Background: an optimization exercise with open tools, aiming at small area. Do not read the settings as production practice.
Function was checked by simulation only, so behaviour that the tests miss may differ from the original.
Power and IR drop assume default switching activity.

==> flow/design.v <==
package us_regs_pkg;
	localparam logic [6-1:0] REG_CTRL = 'h00;  
	localparam logic [6-1:0] REG_STATUS = 'h04;  
	localparam logic [6-1:0] REG_SPI_NBITS = 'h08;
	localparam logic [6-1:0] REG_SPI_TX0 = 'h0C;  
	localparam logic [6-1:0] REG_SPI_TX1 = 'h10;  
	localparam logic [6-1:0] REG_SPI_TX2 = 'h14;  
	localparam logic [6-1:0] REG_SPI_RX0 = 'h18;  
	localparam logic [6-1:0] REG_SPI_RX1 = 'h1C;
	localparam logic [6-1:0] REG_SPI_RX2 = 'h20;
	localparam logic [6-1:0] REG_INIT_DELAY = 'h24;
	localparam logic [6-1:0] REG_SAMPLES = 'h28;
	localparam logic [6-1:0] REG_TX_LEN = 'h2C;
	localparam logic [6-1:0] REG_MUX = 'h30;
	typedef struct packed {
		logic [25:0] reserved;
		logic bf_reset;  
		logic txrx_sw_off;  
		logic txrx_spi_en;  
		logic pulser_en;  
		logic acq_go;  
		logic spi_go;  
	} ctrl_fields_t;
	typedef union packed {
		logic [32-1:0] raw;  
		ctrl_fields_t f;  
	} ctrl_reg_u;
	localparam int STAT_SPI_DONE = 0;
	localparam int STAT_ACQ_DONE = 1;
	localparam logic [1:0] RESP_OKAY = 2'b00;
	localparam logic [1:0] RESP_SLVERR = 2'b10;
endpackage
package us_seq_pkg;
	typedef enum logic [1:0] {
		SPI_IDLE,  
		SPI_SHIFT,  
		SPI_DONE  
	} spi_state_e;
	typedef enum logic [2:0] {
		ACQ_IDLE,
		ACQ_TX,  
		ACQ_DELAY,  
		ACQ_WINDOW,  
		ACQ_DONE
	} acq_state_e;
endpackage
`timescale 1ns/1ps
module delayed_pulser #(
	parameter int DELAY = 10  
) (
	input logic clock_50,
	input logic rst_n,
	input logic level,
	output logic pulse
);
	localparam int CW = $clog2(DELAY + 1);
	logic level_q;  
	logic busy;  
	logic [CW-1:0] cnt;
	logic rise;
	assign rise = level && !level_q;
	always_ff @(posedge clock_50) begin
		if (!rst_n) begin
			level_q <= 1'b0;
			busy <= 1'b0;
			cnt <= '0;
			pulse <= 1'b0;
		end else begin
			level_q <= level;
			pulse <= 1'b0;  
			if (busy) begin
				if (cnt == '0) begin
					busy <= 1'b0;
					pulse <= 1'b1;
				end else begin
					cnt <= cnt - 1'b1;
				end
			end else if (rise) begin  
				busy <= 1'b1;
				cnt <= CW'(DELAY - 1);
			end
		end
	end
endmodule
`timescale 1ns/1ps
module lm96570_spi (
	input logic clock_50,
	input logic rst_n,
	input logic cmd_start,  
	input logic [8-1:0] cmd_num_bits,  
	input logic [70-1:0] cmd_tx_data,  
	output logic [70-1:0] cmd_rx_data,  
	output logic cmd_done,  
	output logic cs_n,
	output logic sck,
	output logic sdo,
	input logic sdi
);
	localparam int DW = 70;
	localparam int HALF = 12;
	localparam int DIV_W = $clog2(HALF + 1);
	us_seq_pkg::spi_state_e state;
	logic [DIV_W-1:0] div_cnt;  
	logic div_tick;
	logic phase;  
	logic [8-1:0] bits_left;
	logic [DW-1:0] tx_sh;  
	logic [DW-1:0] rx_sh;  
	logic [DW-1:0] tx_aligned;
	logic start_ok;
	assign tx_aligned = cmd_tx_data << (DW - cmd_num_bits);  
	assign div_tick = (div_cnt == DIV_W'(HALF - 1));
	assign start_ok = cmd_start && (state != us_seq_pkg::SPI_SHIFT);  
	assign cmd_done = (state == us_seq_pkg::SPI_DONE);
	always_ff @(posedge clock_50) begin
		if (!rst_n) begin
			state <= us_seq_pkg::SPI_IDLE;
			cs_n <= 1'b1;
			sck <= 1'b0;
			sdo <= 1'b0;
			div_cnt <= '0;
			phase <= 1'b0;
			bits_left <= '0;
			cmd_rx_data <= '0;
		end else if (start_ok) begin
			state <= us_seq_pkg::SPI_SHIFT;
			cs_n <= 1'b0;
			sck <= 1'b0;
			sdo <= tx_aligned[DW-1];  
			div_cnt <= '0;
			phase <= 1'b0;
			bits_left <= cmd_num_bits;
		end else if (state == us_seq_pkg::SPI_SHIFT) begin
			div_cnt <= div_tick ? '0 : div_cnt + 1'b1;
			if (div_tick && !phase) begin
				if (bits_left == '0) begin  
					state <= us_seq_pkg::SPI_DONE;
					cs_n <= 1'b1;
					sdo <= 1'b0;
					cmd_rx_data <= rx_sh;
				end else begin
					sck <= 1'b1;  
					phase <= 1'b1;
				end
			end else if (div_tick) begin
				sck <= 1'b0;  
				phase <= 1'b0;
				bits_left <= bits_left - 1'b1;
				sdo <= tx_sh[DW-2];
			end
		end
	end
	always_ff @(posedge clock_50) begin
		if (start_ok) begin
			tx_sh <= tx_aligned;
			rx_sh <= '0;  
		end else if (state == us_seq_pkg::SPI_SHIFT && div_tick) begin
			if (!phase && bits_left != '0) begin
				rx_sh <= {rx_sh[DW-2:0], sdi};
			end
			if (phase) begin
				tx_sh <= {tx_sh[DW-2:0], 1'b0};
			end
		end
	end
endmodule
`timescale 1ns/1ps
module pulse_echo_fsm (
	input logic clock_50,
	input logic rst_n,
	input logic cfg_start,  
	input logic [32-1:0] cfg_init_delay,  
	input logic [32-1:0] cfg_samples,  
	input logic [32-1:0] cfg_tx_len,  
	output logic cfg_done,
	output logic tx_en,
	output logic fifo_en
);
	localparam int TW = 32;
	us_seq_pkg::acq_state_e state;
	logic [TW-1:0] cnt;  
	logic [TW-1:0] dly_q;  
	logic [TW-1:0] smp_q;
	logic last;  
	logic start_ok;
	assign last = (cnt == TW'(1));
	assign start_ok = cfg_start &&
		(state == us_seq_pkg::ACQ_IDLE || state == us_seq_pkg::ACQ_DONE);
	assign tx_en = (state == us_seq_pkg::ACQ_TX);
	assign fifo_en = (state == us_seq_pkg::ACQ_WINDOW);
	assign cfg_done = (state == us_seq_pkg::ACQ_DONE);  
	always_ff @(posedge clock_50) begin
		if (start_ok) begin
			dly_q <= cfg_init_delay;
			smp_q <= cfg_samples;
		end
	end
	always_ff @(posedge clock_50) begin
		if (!rst_n) begin
			state <= us_seq_pkg::ACQ_IDLE;
			cnt <= '0;
		end else if (start_ok) begin
			if (cfg_tx_len != '0) begin
				state <= us_seq_pkg::ACQ_TX;
				cnt <= cfg_tx_len;
			end else if (cfg_init_delay != '0) begin
				state <= us_seq_pkg::ACQ_DELAY;
				cnt <= cfg_init_delay;
			end else if (cfg_samples != '0) begin
				state <= us_seq_pkg::ACQ_WINDOW;
				cnt <= cfg_samples;
			end else begin
				state <= us_seq_pkg::ACQ_DONE;
			end
		end else begin
			case (state)
				us_seq_pkg::ACQ_TX: begin
					if (!last) begin
						cnt <= cnt - 1'b1;
					end else if (dly_q != '0) begin
						state <= us_seq_pkg::ACQ_DELAY;
						cnt <= dly_q;
					end else if (smp_q != '0) begin
						state <= us_seq_pkg::ACQ_WINDOW;
						cnt <= smp_q;
					end else begin
						state <= us_seq_pkg::ACQ_DONE;
					end
				end
				us_seq_pkg::ACQ_DELAY: begin
					if (!last) begin
						cnt <= cnt - 1'b1;
					end else if (smp_q != '0) begin
						state <= us_seq_pkg::ACQ_WINDOW;
						cnt <= smp_q;
					end else begin
						state <= us_seq_pkg::ACQ_DONE;
					end
				end
				us_seq_pkg::ACQ_WINDOW: begin
					if (!last) begin
						cnt <= cnt - 1'b1;
					end else begin
						state <= us_seq_pkg::ACQ_DONE;
					end
				end
				default: ;  
			endcase
		end
	end
endmodule
`timescale 1ns/1ps
module us_axil_regs (
	input logic clock_50,
	input logic rst_n,
	input logic [6-1:0] s_awaddr,
	input logic s_awvalid,
	output logic s_awready,
	input logic [32-1:0] s_wdata,
	input logic [32/8-1:0] s_wstrb,  
	input logic s_wvalid,
	output logic s_wready,
	output logic [1:0] s_bresp,
	output logic s_bvalid,
	input logic s_bready,
	input logic [6-1:0] s_araddr,
	input logic s_arvalid,
	output logic s_arready,
	output logic [32-1:0] s_rdata,
	output logic [1:0] s_rresp,
	output logic s_rvalid,
	input logic s_rready,
	output logic spi_start,
	output logic [8-1:0] spi_num_bits,
	output logic [70-1:0] spi_tx_data,
	input logic [70-1:0] spi_rx_data,
	input logic spi_done,
	output logic acq_start,
	output logic [32-1:0] acq_init_delay,
	output logic [32-1:0] acq_samples,
	output logic [32-1:0] acq_tx_len,
	input logic acq_done,
	output logic pulser_en,
	output logic txrx_spi_en,
	output logic txrx_sw_off,
	output logic bf_reset,
	output logic [11-1:0] mux_cnt
);
	localparam int DW = 32;
	localparam int SW = 70;
	localparam int TW = 32;
	localparam int BW = 8;
	localparam int MW = 11;
	us_regs_pkg::ctrl_reg_u ctrl_q;  
	logic [BW-1:0] nbits_q;
	logic [SW-1:0] tx_q;  
	logic [TW-1:0] init_delay_q;
	logic [TW-1:0] samples_q;
	logic [TW-1:0] tx_len_q;
	logic [MW-1:0] mux_q;
	logic wr_fire;  
	logic rd_fire;
	logic wr_err;
	logic rd_err;
	logic [DW-1:0] rd_word;
	logic [DW-1:0] status;
	assign wr_fire = s_awvalid && s_wvalid && !s_bvalid;  
	assign rd_fire = s_arvalid && !s_rvalid && !wr_fire;  
	assign s_awready = wr_fire;
	assign s_wready = wr_fire;
	assign s_arready = rd_fire;
	always_comb begin
		status = '0;
		status[us_regs_pkg::STAT_SPI_DONE] = spi_done;
		status[us_regs_pkg::STAT_ACQ_DONE] = acq_done;
	end
	always_comb begin
		case (s_awaddr)
			us_regs_pkg::REG_CTRL, us_regs_pkg::REG_SPI_NBITS,
			us_regs_pkg::REG_SPI_TX0, us_regs_pkg::REG_SPI_TX1,
			us_regs_pkg::REG_SPI_TX2, us_regs_pkg::REG_INIT_DELAY,
			us_regs_pkg::REG_SAMPLES, us_regs_pkg::REG_TX_LEN,
			us_regs_pkg::REG_MUX: wr_err = 1'b0;
			default: wr_err = 1'b1;
		endcase
	end
	always_comb begin
		rd_word = '0;
		rd_err = 1'b0;
		case (s_araddr)
			us_regs_pkg::REG_CTRL: rd_word = ctrl_q.raw;
			us_regs_pkg::REG_STATUS: rd_word = status;
			us_regs_pkg::REG_SPI_NBITS: rd_word = DW'(nbits_q);
			us_regs_pkg::REG_SPI_TX0: rd_word = tx_q[DW-1:0];
			us_regs_pkg::REG_SPI_TX1: rd_word = tx_q[2*DW-1:DW];
			us_regs_pkg::REG_SPI_TX2: rd_word = DW'(tx_q[SW-1:2*DW]);
			us_regs_pkg::REG_SPI_RX0: rd_word = spi_rx_data[DW-1:0];
			us_regs_pkg::REG_SPI_RX1: rd_word = spi_rx_data[2*DW-1:DW];
			us_regs_pkg::REG_SPI_RX2: rd_word = DW'(spi_rx_data[SW-1:2*DW]);
			us_regs_pkg::REG_INIT_DELAY: rd_word = DW'(init_delay_q);
			us_regs_pkg::REG_SAMPLES: rd_word = DW'(samples_q);
			us_regs_pkg::REG_TX_LEN: rd_word = DW'(tx_len_q);
			us_regs_pkg::REG_MUX: rd_word = DW'(mux_q);
			default: rd_err = 1'b1;  
		endcase
	end
	always_ff @(posedge clock_50) begin
		if (!rst_n) begin
			ctrl_q.raw <= '0;
			nbits_q <= '0;
			tx_q <= '0;
			init_delay_q <= '0;
			samples_q <= '0;
			tx_len_q <= '0;
			mux_q <= '0;
			s_bvalid <= 1'b0;
			s_rvalid <= 1'b0;
		end else begin
			if (wr_fire) begin
				s_bvalid <= 1'b1;
				case (s_awaddr)
					us_regs_pkg::REG_CTRL: ctrl_q.raw <= s_wdata;
					us_regs_pkg::REG_SPI_NBITS: nbits_q <= s_wdata[BW-1:0];
					us_regs_pkg::REG_SPI_TX0: tx_q[DW-1:0] <= s_wdata;
					us_regs_pkg::REG_SPI_TX1: tx_q[2*DW-1:DW] <= s_wdata;
					us_regs_pkg::REG_SPI_TX2: tx_q[SW-1:2*DW] <= s_wdata[SW-2*DW-1:0];
					us_regs_pkg::REG_INIT_DELAY: init_delay_q <= TW'(s_wdata);
					us_regs_pkg::REG_SAMPLES: samples_q <= TW'(s_wdata);
					us_regs_pkg::REG_TX_LEN: tx_len_q <= TW'(s_wdata);
					us_regs_pkg::REG_MUX: mux_q <= s_wdata[MW-1:0];
					default: ;  
				endcase
			end else if (s_bvalid && s_bready) begin
				s_bvalid <= 1'b0;
			end
			if (rd_fire) begin
				s_rvalid <= 1'b1;
			end else if (s_rvalid && s_rready) begin
				s_rvalid <= 1'b0;
			end
		end
	end
	always_ff @(posedge clock_50) begin
		if (wr_fire) begin
			s_bresp <= wr_err ? us_regs_pkg::RESP_SLVERR : us_regs_pkg::RESP_OKAY;
		end
		if (rd_fire) begin
			s_rdata <= rd_word;
			s_rresp <= rd_err ? us_regs_pkg::RESP_SLVERR : us_regs_pkg::RESP_OKAY;
		end
	end
	delayed_pulser #(.DELAY(10)) u_spi_start (
		.clock_50 (clock_50),
		.rst_n (rst_n),
		.level (ctrl_q.f.spi_go),
		.pulse (spi_start)
	);
	delayed_pulser #(.DELAY(10)) u_acq_start (
		.clock_50 (clock_50),
		.rst_n (rst_n),
		.level (ctrl_q.f.acq_go),
		.pulse (acq_start)
	);
	assign spi_num_bits = nbits_q;
	assign spi_tx_data = tx_q;
	assign acq_init_delay = init_delay_q;
	assign acq_samples = samples_q;
	assign acq_tx_len = tx_len_q;
	assign pulser_en = ctrl_q.f.pulser_en;
	assign txrx_spi_en = ctrl_q.f.txrx_spi_en;
	assign txrx_sw_off = ctrl_q.f.txrx_sw_off;
	assign bf_reset = ctrl_q.f.bf_reset;
	assign mux_cnt = mux_q;
endmodule
`timescale 1ns/1ps
module us_frontend_top (
	input logic clock_50,
	input logic rst_n,
	input logic [6-1:0] s_awaddr,
	input logic s_awvalid,
	output logic s_awready,
	input logic [32-1:0] s_wdata,
	input logic [32/8-1:0] s_wstrb,
	input logic s_wvalid,
	output logic s_wready,
	output logic [1:0] s_bresp,
	output logic s_bvalid,
	input logic s_bready,
	input logic [6-1:0] s_araddr,
	input logic s_arvalid,
	output logic s_arready,
	output logic [32-1:0] s_rdata,
	output logic [1:0] s_rresp,
	output logic s_rvalid,
	input logic s_rready,
	output logic bf_spi_cs_n,
	output logic bf_spi_sck,
	output logic bf_spi_sdo,
	input logic bf_spi_sdi,
	output logic bf_tx_en,
	output logic bf_reset,
	output logic pulser_en,
	output logic txrx_spi_en,  
	output logic txrx_sw_off,
	output logic [11-1:0] mux_cnt,
	output logic fifo_en  
);
	logic spi_start;
	logic [8-1:0] spi_num_bits;
	logic [70-1:0] spi_tx_data;
	logic [70-1:0] spi_rx_data;
	logic spi_done;
	logic acq_start;
	logic [32-1:0] acq_init_delay;
	logic [32-1:0] acq_samples;
	logic [32-1:0] acq_tx_len;
	logic acq_done;
	us_axil_regs u_regs (
		.clock_50 (clock_50),
		.rst_n (rst_n),
		.s_awaddr (s_awaddr),
		.s_awvalid (s_awvalid),
		.s_awready (s_awready),
		.s_wdata (s_wdata),
		.s_wstrb (s_wstrb),
		.s_wvalid (s_wvalid),
		.s_wready (s_wready),
		.s_bresp (s_bresp),
		.s_bvalid (s_bvalid),
		.s_bready (s_bready),
		.s_araddr (s_araddr),
		.s_arvalid (s_arvalid),
		.s_arready (s_arready),
		.s_rdata (s_rdata),
		.s_rresp (s_rresp),
		.s_rvalid (s_rvalid),
		.s_rready (s_rready),
		.spi_start (spi_start),
		.spi_num_bits (spi_num_bits),
		.spi_tx_data (spi_tx_data),
		.spi_rx_data (spi_rx_data),
		.spi_done (spi_done),
		.acq_start (acq_start),
		.acq_init_delay (acq_init_delay),
		.acq_samples (acq_samples),
		.acq_tx_len (acq_tx_len),
		.acq_done (acq_done),
		.pulser_en (pulser_en),
		.txrx_spi_en (txrx_spi_en),
		.txrx_sw_off (txrx_sw_off),
		.bf_reset (bf_reset),
		.mux_cnt (mux_cnt)
	);
	lm96570_spi u_spi (
		.clock_50 (clock_50),
		.rst_n (rst_n),
		.cmd_start (spi_start),
		.cmd_num_bits (spi_num_bits),
		.cmd_tx_data (spi_tx_data),
		.cmd_rx_data (spi_rx_data),
		.cmd_done (spi_done),
		.cs_n (bf_spi_cs_n),
		.sck (bf_spi_sck),
		.sdo (bf_spi_sdo),
		.sdi (bf_spi_sdi)
	);
	pulse_echo_fsm u_seq (
		.clock_50 (clock_50),
		.rst_n (rst_n),
		.cfg_start (acq_start),
		.cfg_init_delay (acq_init_delay),
		.cfg_samples (acq_samples),
		.cfg_tx_len (acq_tx_len),
		.cfg_done (acq_done),
		.tx_en (bf_tx_en),
		.fifo_en (fifo_en)
	);
endmodule
==> flow/run.sh <==
#!/bin/bash
# synth_recipe.tcl (not shown) runs the flow's synth.tcl, then flattens the netlist and writes it again
# the make line also repeats each setting of config.mk as NAME=value (left out here)
make -C /OpenROAD-flow-scripts/flow DESIGN_CONFIG=/design/flow/config.mk WORK_HOME=/design/flow/orfs CLKGATE_MAP_FILE= SYNTH_SCRIPT=/design/flow/synth_recipe.tcl finish
==> flow/config.mk <==
export PLATFORM = sky130hd
export DESIGN_NAME = us_frontend_top
export DESIGN_NICKNAME = us_frontend_top
export VERILOG_FILES = /design/flow/design.v
export SDC_FILE = /design/flow/constraint.sdc
export NUM_CORES = 4
export LEC_CHECK = 0
export CAP_MARGIN = 20
export CORE_MARGIN = 2
export CORE_UTILIZATION = 40
export SLEW_MARGIN = 20
==> flow/constraint.sdc <==
create_clock -name core_clock -period 10.0 [get_ports {clock_50}]
set_input_delay 2.0000 -clock core_clock [delete_from_list [all_inputs] [get_ports {clock_50}]]
set_output_delay 2.0000 -clock core_clock [all_outputs]
set_load 0.01 [all_outputs]
==> out/results.tsv <==
metric	value	unit
Max-Cap Viols	0	
Mapped Area	29400	um2
final wirelength	108000	um
worst hold stages	2	
Setup crit start kind	input pin	
Synthesis Warnings	4	
Starting Density	0.403	
DRC Markers	0	
Top Ports	117	
Root Driver	clkbuf_16	
GRT Total Usage	0.279	
CTS Buffer Depth	3	
GP Congestion	0.989	
peak supply drop	0.116	mV
Antenna Nets Post-Route	0	
slowest stage delay, CP	660	ps
flip-flop and latch area	13500	um2
largest cells by area after synthesis	dfxtp_1 29%, edfxtp_1 17%, nand2_1 11%	
Distinct cells, synth	89	
Buffers on Ports	110	
number of synthesized flops with an enable pin	167	
Post-Synthesis Mean Instance Area	8.66	um2
H-tree Lvls	3	
Max-slew headroom	0.207	
non-filler cells in the finished layout	4362	
achievable frequency	163	MHz
count leader, synth	nand2_1	
core area	73000	um2
CTS tree	done	
hpwl dp	73700	um
Fin Clk Skew	25.0	ps
number of hold violations in the final report	0	
Power Density	155	nW/um2
combinational family with the most area after synthesis	compound AO/OA/AOI/OAI gates	
vias in the first global route	24600	
Seq/Total Area, Yosys	0.460	
Synth Area in Simple Gates	0.191	
pins over their slew limit	0	
RSZ-0062 raised after global routing	no	
Leak	11.2	nW
Compound-Gate Fraction of Synth Area	0.210	
PostCTS Resize Cnt	0	
Synth Register Bits	592	
Tmin final	6130	ps
R2R Setup Slk	5970	ps
Clk Latency, worst-skew pair	620	ps
Layout area overhead	13.5	%
Buf/Inv on CP	4	
Setup TNS Final	0	ps
ys flop type	dfxtp_1	
initial DRC count	3347	
Synth async-reset ratio	0	
CP Cell Sequence	clkdlybuf4s50_1 > nand2_1 > nor2_1 > buf_4 > nor3b_2 > buf_4 > clkdlybuf4s50_1	
Mapped Cells	3397	
grt total ovfl	0	
via count	27000	
largest area contributor in the synthesized netlist	dfxtp_1	
r2r endpoint	u_spi.tx_sh[20]$_DFFE_PP_	
# rows	99	
final setup fails	0	
Die Wd	275	um
CP endpoint kind	primary output	
Worst R2R Path Depth	7	
Synth Area in XOR/XNOR	0.00952	
fill count	6992	
CP Class	input pin to primary output	
CP top delay family	buffers and inverters	
outcome	timing/DRC/antenna clean	
die area	75800	um2
Hold/Removal Path Class	register to register	
initial antenna violation count	1	
Tot Pwr	5.17	mW
Die Y	275	um
vias per cell	6.19	
TritonCTS Sinks	592	
worst hold margin	454	ps
fraction of layout cells with a size suffix above 1	0.0893	
largest net degree at the start of global routing	152	
Reg clk slew, reported paths	50	ps
most common library cells after synthesis	858 x nand2_1, 437 x a21oi_1, 425 x dfxtp_1	
post-CTS setup buffers	0	
WP data required	8000	ps
Hold Path Sink	u_spi.cmd_rx_data[9]$_SDFFE_PN0P_	
Yosys top cell area share	0.289	
top fanout value on the critical path	34	
Multi-input gate area	14800	um2
dpl cells	4239	
Worst-Margin Slew	1180	ps
Tcrit/Tclk final	0.613	
first-pass GRT wire length	160000	um
hold path startpoint	u_spi.cmd_rx_data[9]$_SDFFE_PN0P_	
ANT cells	0	
Crit-path slowest cell	clkdlybuf4s50_1	
post-synthesis adder-cell area fraction	0.00425	
hold buffers post-CTS	0	
R2R Path Start	u_regs.nbits_q[0]$_SDFFE_PN0P_	
Critical Path AT	4130	ps
final net count	3415	
multiplexer share of the synthesized area	0.0803	
DR WL/cell	24.9	um
number of CTS-inserted buffers	67	
DRT Pass-1 Iters	6	
## routing by layer
metal,track usage,up-vias,share of wire
met3,0.0675,245,0.10
met1,0.394,13100,0.43
met4,0.123,0,0.048
li1,-,12300,-
met2,0.403,1423,0.42
met5,0,-,0
## worst reg2reg max path: cells and delay by family, from the launching register on
kind | cells | cell delay [ps]
DFF | 1 | 350
xor gates and xnor gates | 1 | 570
AOI/OAI and AO/OA | 2 | 640
buffers and inverters | 1 | 540
and+or+nand+nor | 3 | 1780
## report_power, final
group / internal (mW) / total [mW] / switching (mW)
Combinational: 0.0457 / 0.142 / 0.0962
Sequential: 2.46 / 2.47 / 0.00704
Clock: 1.49 / 2.55 / 1.06
Total: 4.00 / 5.17 / 1.16
## worst max-delay path by stage
stage / cells after the start / end / start / slack (ps)
after global placement: 7 / s_arready / s_awvalid / 3870
after global routing: 7 / s_arready / s_awvalid / 3740
final: 7 / s_arready / s_awvalid / 3870
after CTS: 7 / s_arready / s_awvalid / 3850
after floorplan: 3 / s_arready / s_awvalid / 3070
after detailed placement: 7 / s_arready / s_awvalid / 3850
## layout make-up
| cell class | count | area share |
|---|---|---|
| well taps | 959 | 0.0359 |
| repair buffers | 165 | 0.0452 |
| inverters | 36 | 0.00427 |
| clock inverters | 29 | 0.0121 |
| flip-flops and latches | 592 | 0.405 |
| clock buffers | 94 | 0.0554 |
| multi-input cells | 2487 | 0.442 |
## metrics by stage
stage | instance area [um2] | worst slack, ps | utilization
after floorplan | 29400 | 3070 | -
after global placement | 31100 | 3870 | 0.427
after detailed placement | 31100 | 3850 | 0.427
after CTS | 33400 | 3850 | 0.458
after global routing | 33400 | 3740 | 0.458
final | 33400 | 3870 | 0.458
## cell families after synthesis
group / count (synthesis)
adder cells (fa/ha/maj): 10
multiplexers: 165
other: 1
flip-flops: 592
buffers and inverters: 319
AO/OA/AOI/OAI: 975
XOR/XNOR: 32
AND/OR/NAND/NOR: 1303
## layout by cell type, fill, tap and decap left out, types with 17 or more instances in the layout
master,count
nand2_1,856
a21oi_1,436
dfxtp_1,424
edfxtp_1,167
nor2_1,124
a22oi_1,122
clkdlybuf4s50_1,110
o21ai_0,97
mux2i_1,83
clkbuf_16,68
nor4_1,61
nand3_1,56
mux4_2,54
buf_4,54
a211oi_1,51
nor3_1,44
nand4_1,43
a22o_1,34
o211ai_1,34
inv_1,32
a21o_1,32
a221oi_1,28
mux2_2,28
a211o_1,25
clkbuf_1,21
and3_1,18
a31oi_1,17
xnor2_1,17
## registers in the layout, indices dropped and copies added, names as in the netlist, 32 cells and up
signal               flops
u_regs.init_delay_q     32
u_regs.samples_q        32
u_spi.tx_sh             69
u_spi.rx_sh             70
u_seq.dly_q             32
u_seq.cnt               32
u_seq.smp_q             32
u_regs.ctrl_q           32
u_regs.s_rdata          32
u_spi.cmd_rx_data       70
u_regs.tx_q             70
u_regs.tx_len_q         32

what the ideal ports hide:
How much do the figures lean on ideal ports? The routed layout below was timed once more, with nothing changed but the port constraints. Step 1 assumes that a clkbuf_16 drives the clock port and a buf_2 every other input. Step 2 times the ports against the registers' clock, not the clock port: input delays grow and output delays shrink by t, the midpoint of the rising clock arrivals with the driver on. a / b / c = ideal ports / drivers / drivers and shift; a / b = the first two.
t (ns): 0.676
slack for setup (ns): 3.867 / 3.842 / 3.842
latest minus earliest clock arrival (ns): 0.029 / 0.029
After both steps setup and hold are still met in this run. The setup slack of this run moves by -0.025 ns with the drivers and by -0.025 ns with both steps.
